Source: an optimization exercise on an open RTL-to-GDS flow (aim: small area, a short achievable clock period and few clock cycles per item). Production flows keep margins and buffers that such runs may drop. Only simulation tests tie the RTL to the original design; equivalence was not proved. Power and IR drop assume default switching activity.

Setup of lane 1:
==> flow/design.v (excerpt) <==
module surround_downmix_to_pcm16 (
  input  logic               clk_i,
  input  logic               rst_ni,
  input  logic               cfg_valid_i,
  output logic               cfg_ready_o,
  input  logic [1:0]         cfg_index_i,
  input  logic [31:0]        cfg_data_i,
  input  logic               in_valid_i,
  output logic               in_ready_o,
  input  logic signed [31:0] in_sample_value_i,
  input  logic        [2:0]  in_channel_index_i,
  output logic               out_valid_o,
  input  logic               out_ready_i,
  output logic signed [15:0] out_pcm_value_o,
  output logic        [2:0]  out_channel_o,
  output logic               out_frame_last_o
);
For scale: about 5100 cells after synthesis, about 700 flip-flops, about 97 I/O pins, roughly 47000 um^2 of cells after synthesis.
export LEC_CHECK = 0
export CAP_MARGIN = 20
export CORE_MARGIN = 2
export CORE_UTILIZATION = 40
export SLEW_MARGIN = 20
create_clock -name core_clock -period 12.0 [get_ports {clk_i}]
run.sh (not shown) runs the stock make flow with config.mk's settings and CLKGATE_MAP_FILE= SYNTH_SCRIPT=/design/flow/synth_recipe.tcl, a recipe that flattens the netlist after the stock synthesis.
Per the final summary, lane 1 finished and its layout is clean on timing, DRC and antenna.
Testbench counts of lane 1, summed over its fixed seeds: cycles 11,512, items 8,960.
For lane 2, these inputs were changed with respect to lane 1:
-- flow/design.v --
<<< lane 1, line 126
  logic        s2_v, s2_c;
  logic [2:0]  s2_gl, s2_gr;
  logic [2:0]  s2_gln, s2_grn;    
  logic [31:0] s2_x, s2_t;
  logic signed [40:0] accl_q, accr_q;
>>> lane 2, line 126
  logic        s2_v, s2_c;
  logic [2:0]  s2_gl, s2_gr;
  logic [31:0] s2_x, s2_t;
  logic signed [40:0] accl_q, accr_q;
<<< lane 1, line 190
  assign p46  = cs2s + cs2c;
  always_ff @(posedge clk_i) begin
    s2_gl  <= s1_gl;
    s2_gr  <= s1_gr;
    s2_gln <= ~s1_gl;
    s2_grn <= ~s1_gr;
    s2_x  <= s1_x;
    s2_t  <= p46[47:16];
>>> lane 2, line 189
  assign p46  = cs2s + cs2c;
  always_ff @(posedge clk_i) begin
    s2_gl <= s1_gl;
    s2_gr <= s1_gr;
    s2_x  <= s1_x;
    s2_t  <= p46[47:16];
<<< lane 1, line 208
    term = ({33{g[0]}} & xe) | ({33{g[1]}} & te) | ({33{g[2]}} & xh);
  endfunction
  logic signed [39:0] effl, effr;
  logic signed [32:0] tl, tr;
  assign effl  = clamp40(accl_q);
  assign effr  = clamp40(accr_q);
  logic signed [32:0] tla, tlb, tra, trb;
  assign tla   = term(s2_gl, s2_x, s2_t);
  assign tlb   = term(~s2_gln, s2_x, s2_t);
  assign tra   = term(s2_gr, s2_x, s2_t);
  assign trb   = term(~s2_grn, s2_x, s2_t);
  assign tl    = {tlb[32:16], tla[15:0]};
  assign tr    = {trb[32:16], tra[15:0]};
  always_ff @(posedge clk_i or negedge rst_ni) begin
    if (!rst_ni) begin
>>> lane 2, line 205
    term = ({33{g[0]}} & xe) | ({33{g[1]}} & te) | ({33{g[2]}} & xh);
  endfunction
  logic signed [39:0] effl, effr, basel, baser;
  logic signed [32:0] tl, tr;
  assign effl  = clamp40(accl_q);
  assign effr  = clamp40(accr_q);
  assign basel = fd_q ? '0 : accl_q[39:0];
  assign baser = fd_q ? '0 : accr_q[39:0];
  assign tl    = term(s2_gl, s2_x, s2_t);
  assign tr    = term(s2_gr, s2_x, s2_t);
  always_ff @(posedge clk_i or negedge rst_ni) begin
    if (!rst_ni) begin
<<< lane 1, line 234
      s2_c <= s1_c;
      fd_q <= s2_c;
      if (s2_v && fd_q) begin
        accl_q <= 41'(tl);
        accr_q <= 41'(tr);
      end else if (s2_v) begin
        accl_q <= {accl_q[39], accl_q[39:0]} + 41'(tl);
        accr_q <= {accr_q[39], accr_q[39:0]} + 41'(tr);
      end else if (fd_q) begin
        accl_q <= '0;
>>> lane 2, line 228
      s2_c <= s1_c;
      fd_q <= s2_c;
      if (s2_v) begin
        accl_q <= 41'(basel) + 41'(tl);
        accr_q <= 41'(baser) + 41'(tr);
      end else if (fd_q) begin
        accl_q <= '0;
Notes after the runs:
- Run comparison: lane 1 slowest library cell on the worst path sky130_fd_sc_hd__a311oi_2; lane 2 slowest library cell on the worst path sky130_fd_sc_hd__buf_4
- Changes observed in lane 2 relative to lane 1: number of antenna violations at the first check in global routing +1; required arrival time at the worst endpoint -0.06 ns.
- Compared with lane 1, lane 2 shows a final wirelength that is 2.3% lower.
- | clock group share of total power | lane 2 vs lane 1 | 0.8 points lower |
- The worst hold slack on lane 1 is in line with that on lane 2.
- Against lane 1 as the reference, lane 2 delivers a lower relative area change from synthesis to final layout.
- Cell-internal power came out lower on lane 2 than on lane 1.
Testbench counts of lane 2, summed over its fixed seeds: cycles 11,512, items 8,960.


Another version of the RTL of surround_downmix_to_pcm16 (not shown whole).
For scale: ~5100 cells after synthesis, about 690 flip-flops, ~97 I/O pins, about 46000 sq um of cells after synthesis.
clock: 12.0 ns
lec_check: 0
cap_margin: 20
core_margin: 2
core_utilization: 50
place_density: 0.8
slew_margin: 20
Testbench counts at the start, summed over its fixed seeds: cycles 11,512, items 8,960.
==> next run, changes <==
--- a/flow/design.v
+++ b/flow/design.v
@@ -197,49 +197,53 @@
     if (a[40] != a[39]) clamp40 = a[40] ? {1'b1, 39'd0} : {1'b0, {39{1'b1}}};
     else                clamp40 = a[39:0];
   endfunction
   function automatic logic signed [32:0] term(logic [2:0] g, logic [31:0] x, logic [31:0] t);
     logic [32:0] xe, te, xh;
     xe = {x[31], x};
     te = {t[31], t};
     xh = {x[31], x[31], x[31:1]};
     term = ({33{g[0]}} & xe) | ({33{g[1]}} & te) | ({33{g[2]}} & xh);
   endfunction
-  logic signed [39:0] effl, effr, basel, baser;
+  logic signed [39:0] effl, effr;
   logic signed [32:0] tl, tr;
   assign effl  = clamp40(accl_q);
   assign effr  = clamp40(accr_q);
-  assign basel = fd_q ? '0 : effl;
-  assign baser = fd_q ? '0 : effr;
   assign tl    = term(s2_gl, s2_x, s2_t);
   assign tr    = term(s2_gr, s2_x, s2_t);
   always_ff @(posedge clk_i or negedge rst_ni) begin
     if (!rst_ni) begin
       s1_v   <= 1'b0;
       s1_c   <= 1'b0;
       s2_v   <= 1'b0;
       s2_c   <= 1'b0;
       fd_q   <= 1'b0;
       accl_q <= '0;
       accr_q <= '0;
     end else begin
       s1_v <= s1_v_d;
       s1_c <= s1_c_d;
       s2_v <= s1_v;
       s2_c <= s1_c;
       fd_q <= s2_c;
-      if (s2_v) begin
-        accl_q <= 41'(basel) + 41'(tl);
-        accr_q <= 41'(baser) + 41'(tr);
+      if (s2_v && fd_q) begin
+        accl_q <= 41'(tl);
+        accr_q <= 41'(tr);
+      end else if (s2_v) begin
+        accl_q <= {accl_q[39], accl_q[39:0]} + 41'(tl);
+        accr_q <= {accr_q[39], accr_q[39:0]} + 41'(tr);
       end else if (fd_q) begin
         accl_q <= '0;
         accr_q <= '0;
+      end else begin
+        accl_q <= 41'(effl);
+        accr_q <= 41'(effr);
       end
     end
   end
   function automatic logic [36:0] div_init(logic signed [39:0] a);
     logic [39:0] m;
     m = a ^ {40{a[39]}};
     div_init = {|m[39:28], 1'b0, m[27:9], m[8:0], 7'd0};
   endfunction
   function automatic logic [35:0] div_step(logic [19:0] rem, logic [15:0] sh, logic [19:0] d,
                                            logic rl, logic neg);
@@ -413,24 +417,29 @@
   assign out_channel_o    = qch_q[0];
   assign out_frame_last_o = qlast_q[0];
   logic [NP-1:0] pbusy_d, pnear_d;
   logic          take_d0, take_d1;
   always_comb begin
     for (int p = 0; p < NP; p++) begin
       pbusy_d[p] = busy_d[p] && rrl_d[p];
       pnear_d[p] = pcnt_d[p] <= 5'd3;
     end
   end
+  logic near, spaced_d;
+  assign near     = !(accl_q[40:38] == 3'b000 || accl_q[40:38] == 3'b111) ||
+                    !(accr_q[40:38] == 3'b000 || accr_q[40:38] == 3'b111);
+  assign spaced_d = !near || (!s1_v_d && !s1_v);
   function automatic logic take_fn(logic v, logic ok, logic close, logic dmx, logic [1:0] qv,
                                    logic cfree, logic pbusy, logic pnear);
     if (!v || !ok)      take_fn = 1'b1;
     else if (!dmx)      take_fn = !qv[1];
+    else if (!spaced_d) take_fn = 1'b0;
     else if (!close)    take_fn = 1'b1;
     else                take_fn = cfree && (!pbusy || (pnear && !qv[0]));
   endfunction
   logic cfree_d, pb_d, pn_d;
   assign cfree_d = !s1_c_d && !s1_c && !s2_c;
   assign pb_d    = |pbusy_d;
   assign pn_d    = |(pbusy_d & pnear_d);
   assign take_d0 = take_fn(r1_v_d, r1_ok_d, r1_close_d, dm_d, nv[0], cfree_d, pb_d, pn_d);
   assign take_d1 = take_fn(r1_v_d, r1_ok_d, r1_close_d, dm_d, nv[1], cfree_d, pb_d, pn_d);
   always_ff @(posedge clk_i or negedge rst_ni) begin
Result:
- The changed run passed the timing, design-rule and antenna checks
- critical path depth drops by 2
- die area climbs by 0.88%
- cell count climbs by 2.0%
- via count climbs by 2.3%
- power climbs by 3.3%
- worst setup slack gets better by 280 ps
- final area climbs by 0.97%
- area after synthesis climbs by 0.90%
- maximum frequency climbs by 6.0%
- combinational power climbs by 3.3%
- hold slack gets worse by 3.7 ps
- global-route usage climbs by 0.39 points
- utilization drops by 0.21 points
Testbench counts after the change, summed over its fixed seeds: cycles 11,512, items 8,960.


## 01-24
surround_downmix_to_pcm16 with an RTL version that a note above also has.
Size: ~690 flip-flops, ~97 I/O pins, ~47,000 um^2 of cells after synthesis.
## surround_downmix_to_pcm16
module surround_downmix_to_pcm16 (
  input  logic               clk_i,
  input  logic               rst_ni,
  input  logic               cfg_valid_i,
  output logic               cfg_ready_o,
  input  logic [1:0]         cfg_index_i,
  input  logic [31:0]        cfg_data_i,
  input  logic               in_valid_i,
  output logic               in_ready_o,
  input  logic signed [31:0] in_sample_value_i,
  input  logic        [2:0]  in_channel_index_i,
  output logic               out_valid_o,
  input  logic               out_ready_i,
  output logic signed [15:0] out_pcm_value_o,
  output logic        [2:0]  out_channel_o,
  output logic               out_frame_last_o
);
  localparam int NP = 3;    
  localparam int NS = 17;   
  logic        dmen_q, dmen_d;
  logic [3:0]  cnt_q, cnt_d;
  logic [31:0] roles_q;
  assign cfg_ready_o = 1'b1;
  always_comb begin
    dmen_d = dmen_q;
    cnt_d  = cnt_q;
    if (cfg_valid_i && cfg_index_i == 2'd0) dmen_d = cfg_data_i[0];
  ...
Settings: LEC_CHECK=0, CAP_MARGIN=20, CORE_MARGIN=2, CORE_UTILIZATION=50, PLACE_DENSITY=0.8, SLEW_MARGIN=20; clock period 12.0 ns.
Testbench counts of 01-24, summed over its fixed seeds: cycles 11,512, items 8,960.
Input-level comparison between 01-16 and 01-24:
--- a/flow/design.v
+++ b/flow/design.v
@@ -117,22 +117,23 @@
   logic        in_ready_q, in_busy_q;
   logic        r1_v, r1_ok, r1_close;
   logic        r1_v_d, r1_ok_d, r1_close_d;
   logic [31:0] r1_x;
   logic [2:0]  r1_ch;
   logic               s1_v, s1_c, s1_v_d, s1_c_d;
   logic [2:0]         s1_gl, s1_gr;      
   logic signed [34:0] s1_x5;
   logic [31:0]        s1_x;
   logic        s2_v, s2_c;
   logic [2:0]  s2_gl, s2_gr;
+  logic [2:0]  s2_gln, s2_grn;    
   logic [31:0] s2_x, s2_t;
   logic signed [40:0] accl_q, accr_q;
   logic               fd_q;
   logic [NP-1:0] busy_q, busy_d;
   logic [4:0]    pcnt_q [NP];
   logic [4:0]    pcnt_d [NP];
   logic [NP-1:0] rrl_q, rrl_d, rrp_q, rrp_d;    
   logic [NP-1:0] rrm_q;                         
   logic [19:0] reml_q [NP];
   logic [19:0] remr_q [NP];
   logic [15:0] shl_q [NP];
@@ -180,64 +181,72 @@
   logic [47:0] pt1, pt2, pt3, pt4, cs1s, cs1c, cs2s, cs2c, p46;
   assign pt1  = 48'(s1_x5) << 13;
   assign pt2  = 48'(s1_x5) << 10;
   assign pt3  = 48'(signed'(s1_x)) << 8;
   assign pt4  = 48'(s1_x5);
   assign cs1s = pt1 ^ pt2 ^ pt3;
   assign cs1c = ((pt1 & pt2) | (pt1 & pt3) | (pt2 & pt3)) << 1;
   assign cs2s = cs1s ^ cs1c ^ pt4;
   assign cs2c = ((cs1s & cs1c) | (cs1s & pt4) | (cs1c & pt4)) << 1;
   assign p46  = cs2s + cs2c;
   always_ff @(posedge clk_i) begin
-    s2_gl <= s1_gl;
-    s2_gr <= s1_gr;
+    s2_gl  <= s1_gl;
+    s2_gr  <= s1_gr;
+    s2_gln <= ~s1_gl;
+    s2_grn <= ~s1_gr;
     s2_x  <= s1_x;
     s2_t  <= p46[47:16];
   end
   function automatic logic signed [39:0] clamp40(logic signed [40:0] a);
     if (a[40] != a[39]) clamp40 = a[40] ? {1'b1, 39'd0} : {1'b0, {39{1'b1}}};
     else                clamp40 = a[39:0];
   endfunction
   function automatic logic signed [32:0] term(logic [2:0] g, logic [31:0] x, logic [31:0] t);
     logic [32:0] xe, te, xh;
     xe = {x[31], x};
     te = {t[31], t};
     xh = {x[31], x[31], x[31:1]};
     term = ({33{g[0]}} & xe) | ({33{g[1]}} & te) | ({33{g[2]}} & xh);
   endfunction
-  logic signed [39:0] effl, effr, basel, baser;
+  logic signed [39:0] effl, effr;
   logic signed [32:0] tl, tr;
   assign effl  = clamp40(accl_q);
   assign effr  = clamp40(accr_q);
-  assign basel = fd_q ? '0 : accl_q[39:0];
-  assign baser = fd_q ? '0 : accr_q[39:0];
-  assign tl    = term(s2_gl, s2_x, s2_t);
-  assign tr    = term(s2_gr, s2_x, s2_t);
+  logic signed [32:0] tla, tlb, tra, trb;
+  assign tla   = term(s2_gl, s2_x, s2_t);
+  assign tlb   = term(~s2_gln, s2_x, s2_t);
+  assign tra   = term(s2_gr, s2_x, s2_t);
+  assign trb   = term(~s2_grn, s2_x, s2_t);
+  assign tl    = {tlb[32:16], tla[15:0]};
+  assign tr    = {trb[32:16], tra[15:0]};
   always_ff @(posedge clk_i or negedge rst_ni) begin
     if (!rst_ni) begin
       s1_v   <= 1'b0;
       s1_c   <= 1'b0;
       s2_v   <= 1'b0;
       s2_c   <= 1'b0;
       fd_q   <= 1'b0;
       accl_q <= '0;
       accr_q <= '0;
     end else begin
       s1_v <= s1_v_d;
       s1_c <= s1_c_d;
       s2_v <= s1_v;
       s2_c <= s1_c;
       fd_q <= s2_c;
-      if (s2_v) begin
-        accl_q <= 41'(basel) + 41'(tl);
-        accr_q <= 41'(baser) + 41'(tr);
+      if (s2_v && fd_q) begin
+        accl_q <= 41'(tl);
+        accr_q <= 41'(tr);
+      end else if (s2_v) begin
+        accl_q <= {accl_q[39], accl_q[39:0]} + 41'(tl);
+        accr_q <= {accr_q[39], accr_q[39:0]} + 41'(tr);
       end else if (fd_q) begin
         accl_q <= '0;
         accr_q <= '0;
       end else begin
         accl_q <= 41'(effl);
         accr_q <= 41'(effr);
       end
     end
   end
   function automatic logic [36:0] div_init(logic signed [39:0] a);
     logic [39:0] m;
==> summary.txt <==
01-16 reached the final stage; the timing, design-rule and antenna checks on its layout passed. Going from 01-24 to 01-16, number of flip-flops and latches grew slightly. Going from 01-24 to 01-16, overall power of the completed layout grew by about 2.2%, largest vdd supply drop grew by 0.18 mV, TritonCTS sink count grew by about 0.9%, cell-internal power grew by 0.26 mW. From 01-16 to 01-24, number of enable flip-flop cells after synthesis did not move at all. Comparing final net count for 01-16 and 01-24, the bigger number came from 01-16.
Testbench counts of 01-16, summed over its fixed seeds: cycles 11,512, items 8,960.

-- static timing again, ports no longer ideal --
In the flow no input, the clock included, has a driving cell. The finished layouts below were timed again as built, in two steps. Step 1 sets driving cells, clkbuf_16 on the clock port and buf_2 on the other inputs (assumed; they add their load-dependent delay and slew). Step 2, shift: input delay + t, output delay - t, t = (earliest + latest rising clock arrival at the registers) / 2. This alone moves slack from input paths to output paths. Three values: ideal ports, drivers, drivers and shift; two values: the first two.
run | shift t [ns] | setup slack, ns | latest minus earliest clock arrival (ns)
lane 1 | 0.729 | 7.362 / 7.362 / 7.362 | 0.044 / 0.044
lane 2 | 0.716 | 7.313 / 7.313 / 7.029 | 0.039 / 0.039
the first run of note 2 | 0.694 | 6.944 / 6.944 / 6.944 | 0.022 / 0.023
the second run of note 2 | 0.694 | 7.228 / 7.228 / 7.228 | 0.027 / 0.027
01-24 | 0.690 | 7.170 / 7.170 / 6.813 | 0.033 / 0.033
01-16 | 0.705 | 7.415 / 7.415 / 7.327 | 0.036 / 0.036
After both steps setup and hold are still met in every run listed. The setup slack of 01-24, which loses most, moves by 0.000 ns with the drivers and by -0.357 ns with both steps.
